This design comes from an exercise in tuning for small area and a short achievable clock period on the open sky130 flow, not from production work.
The RTL was checked by simulation tests, not by an equivalence proof against the original design.
No driver is modelled on the clock port, so clocking that relies on it looks cheaper here than on a real chip.
Power figures rest on the tool's default switching activity, not on a simulated workload.

// id_stage
module id_stage
(
   input  logic              clk,
   input  logic              reset,
   input  logic [DATA_W-1:0] add_pc_4_in,
   input  logic [DATA_W-1:0] instruction_in,
   input  logic              wb_reg_write,
   input  logic [REG_AW-1:0] wb_rd,
   input  logic [DATA_W-1:0] wb_data,
   input  logic              ex_mem_read,
   input  logic [REG_AW-1:0] ex_rd,
   output logic [DATA_W-1:0] add_out,
   output logic              mux_pcsrc_out,
   output logic              pc_write_en,
   output logic              id_valid,
   output logic [OP_W-1:0]   id_opcode,
   output logic [REG_AW-1:0] id_rs1,
   output logic [REG_AW-1:0] id_rs2,
   output logic [REG_AW-1:0] id_rd,
   output logic [DATA_W-1:0] id_pc_4,
   output logic [DATA_W-1:0] id_rs1_data,
   output logic [DATA_W-1:0] id_rs2_data,
   output logic [DATA_W-1:0] id_imm
);
Size: roughly 290 I/O pins, about 50000 um2 of cells after synthesis.
clock: 5.8 ns
lec_check: 0
cap_margin: 20
core_margin: 2
core_utilization: 45
cts_buf_list: sky130_fd_sc_hd__clkbuf_8
cts_cluster_diameter: 50
cts_cluster_size: 14
setup_slack_margin: 2.6
slew_margin: 20
synth_hierarchical: 1
standard.sh (not shown) runs the stock make flow with config.mk's settings and CLKGATE_MAP_FILE= SYNTH_SCRIPT=/design/flow/synth_recipe.tcl, a recipe that flattens the netlist after the stock synthesis.
==> flow/flow/run.sh <==
#!/bin/bash
# The standard layout (the standard.sh: unchanged synthesis and steps),
# with these changes passed to ORFS as make variables:
#  - the port buffers that global placement inserts start as the smallest
#    plain buffer instead of the tool's default pick (clkdlybuf4s50_1);
#    timing repair still resizes the critical ones;
#  - clock tree synthesis without dummy loads (the clock tree's buffer list
#    and clustering are the same as in config.mk);
#  - a max-fanout design rule (16) for the resizer, set before placement,
#    resizing, clock tree synthesis and global routing (flow/max_fanout.tcl),
#    so that the long one-hot select and enable nets get buffer trees.
set -euo pipefail
HOOK="$(pwd)/flow/max_fanout.tcl"
bash standard.sh \
  BUFFER_PORTS_ARGS="-buffer_cell sky130_fd_sc_hd__buf_1" \
  CTS_ARGS="-sink_clustering_enable -repair_clock_nets -buf_list sky130_fd_sc_hd__clkbuf_8 -sink_clustering_size 14 -sink_clustering_max_diameter 50 -dont_use_dummy_load" \
  PRE_GLOBAL_PLACE_TCL="$HOOK" PRE_RESIZE_TCL="$HOOK" PRE_CTS_TCL="$HOOK" PRE_GLOBAL_ROUTE_TCL="$HOOK" \
  finish > standard_finish.log 2>&1
==> flow/flow/max_fanout.tcl <==
# Design-rule directive for the resizer: buffer nets with more than 16 loads.
set_max_fanout 16 [current_design]
==> next run, changes <==
--- a/flow/flow/run.sh
+++ b/flow/flow/run.sh
@@ -9 +9 @@
-#  - a max-fanout design rule (16) for the resizer, set before placement,
+#  - a max-fanout design rule (24) for the resizer, set before placement,
==> flow/flow/max_fanout.tcl (replaced) <==
# Design-rule directive for the resizer: buffer nets with more than 24 loads.
set_max_fanout 24 [current_design]
Die area does not change.
Power fell slightly.
Worst setup slack degrades by 0.059 ns.
Final area drops by a few percent.
Maximum frequency shrinks slightly.
Global-route usage is higher by 0.87 points.
Count of clock-buffer cells in the layout went down by 9.
Cell count fell by a few percent.
Routed wire length went up by a few percent.
Combinational power went down by a few percent.
Sequential cell count stays the same.

Starting RTL as in the previous note.
// id_stage
module id_stage
(
   input  logic              clk,
   input  logic              reset,
   input  logic [DATA_W-1:0] add_pc_4_in,
   input  logic [DATA_W-1:0] instruction_in,
   input  logic              wb_reg_write,
   input  logic [REG_AW-1:0] wb_rd,
   input  logic [DATA_W-1:0] wb_data,
   input  logic              ex_mem_read,
   input  logic [REG_AW-1:0] ex_rd,
   output logic [DATA_W-1:0] add_out,
   output logic              mux_pcsrc_out,
   output logic              pc_write_en,
   output logic              id_valid,
   output logic [OP_W-1:0]   id_opcode,
   output logic [REG_AW-1:0] id_rs1,
   output logic [REG_AW-1:0] id_rs2,
   output logic [REG_AW-1:0] id_rd,
   output logic [DATA_W-1:0] id_pc_4,
   output logic [DATA_W-1:0] id_rs1_data,
   output logic [DATA_W-1:0] id_rs2_data,
   output logic [DATA_W-1:0] id_imm
);
==> flow/config.mk <==
export PLATFORM = sky130hd
export DESIGN_NAME = id_stage
export DESIGN_NICKNAME = id_stage
export VERILOG_FILES = /design/flow/design.v
export SDC_FILE = /design/flow/constraint.sdc
export NUM_CORES = 4
export LEC_CHECK = 0
export CAP_MARGIN = 20
export CORE_MARGIN = 2
export CORE_UTILIZATION = 45
export CTS_BUF_LIST = sky130_fd_sc_hd__clkbuf_8
export CTS_CLUSTER_DIAMETER = 50
export CTS_CLUSTER_SIZE = 14
export SETUP_SLACK_MARGIN = 2.5
export SLEW_MARGIN = 20
export SYNTH_HIERARCHICAL = 1
==> flow/constraint.sdc <==
create_clock -name core_clock -period 5.8 [get_ports {clk}]
set_input_delay 1.1600 -clock core_clock [delete_from_list [all_inputs] [get_ports {clk}]]
set_output_delay 1.1600 -clock core_clock [all_outputs]
set_load 0.01 [all_outputs]
==> flow/flow/run.sh <==
#!/bin/bash
# The standard layout (the standard.sh: unchanged synthesis and steps),
# with two changes passed to ORFS as make variables:
#  - the port buffers that global placement inserts start as the smallest
#    plain buffer instead of the tool's default pick (clkdlybuf4s50_1);
#    timing repair still resizes the critical ones;
#  - clock tree synthesis without dummy loads (the clock tree's buffer list
#    and clustering are the same as in config.mk).
set -euo pipefail
bash standard.sh \
  BUFFER_PORTS_ARGS="-buffer_cell sky130_fd_sc_hd__buf_1" \
  CTS_ARGS="-sink_clustering_enable -repair_clock_nets -buf_list sky130_fd_sc_hd__clkbuf_8 -sink_clustering_size 14 -sink_clustering_max_diameter 50 -dont_use_dummy_load" \
  finish > standard_finish.log 2>&1
Change:
--- a/flow/config.mk
+++ b/flow/config.mk
@@ -12,5 +12,5 @@
 export CTS_CLUSTER_DIAMETER = 50
 export CTS_CLUSTER_SIZE = 14
-export SETUP_SLACK_MARGIN = 2.5
+export SETUP_SLACK_MARGIN = 2.6
 export SLEW_MARGIN = 20
 export SYNTH_HIERARCHICAL = 1
Sequential share of layout area fell by 0.38 points.
Clock power hardly moves.
Synthesized area is unchanged.
Final area rose by 0.95%.
Clock-buffer cell count rose by 1.
Via count fell by 0.57%.
Wire length barely changes.
Synthesized cell count stays the same.
Worst setup slack gets better by 0.22 ns.
First-iteration DRC count fell by 7.7%.
Worst hold slack gets worse by 0.0048 ns.

## afterwards: timing with drivers on the ports
The flow's constraints put no driver on any port. The routed layouts listed below were extracted and timed again, unchanged, in two steps. Step 1 assumes that a clkbuf_16 drives the clock port and a buf_2 every other input. Step 2 also shifts input and output timing later by t, the mid clock arrival at the registers, as if the neighbouring blocks saw the same clock. Slacks: no drivers / after step 1 / after step 2; pairs: no drivers / after step 1.
run	t (ns)	setup slack, ns	hold slack, ns
the first run of note 1	0.911	2.529 / 2.504 / 1.662	0.448 / 0.448 / 0.448
the second run of note 1	0.873	2.470 / 2.527 / 1.653	0.452 / 0.452 / 0.452
the first run of note 2	0.893	2.311 / 2.362 / 1.469	0.455 / 0.455 / 0.455
the second run of note 2	0.895	2.535 / 2.535 / 1.674	0.450 / 0.450 / 0.450
After both steps setup and hold are still met in every run listed. For the first run of note 1, which loses most, drivers alone change the setup slack by -0.025 ns; drivers and shift together by -0.867 ns.
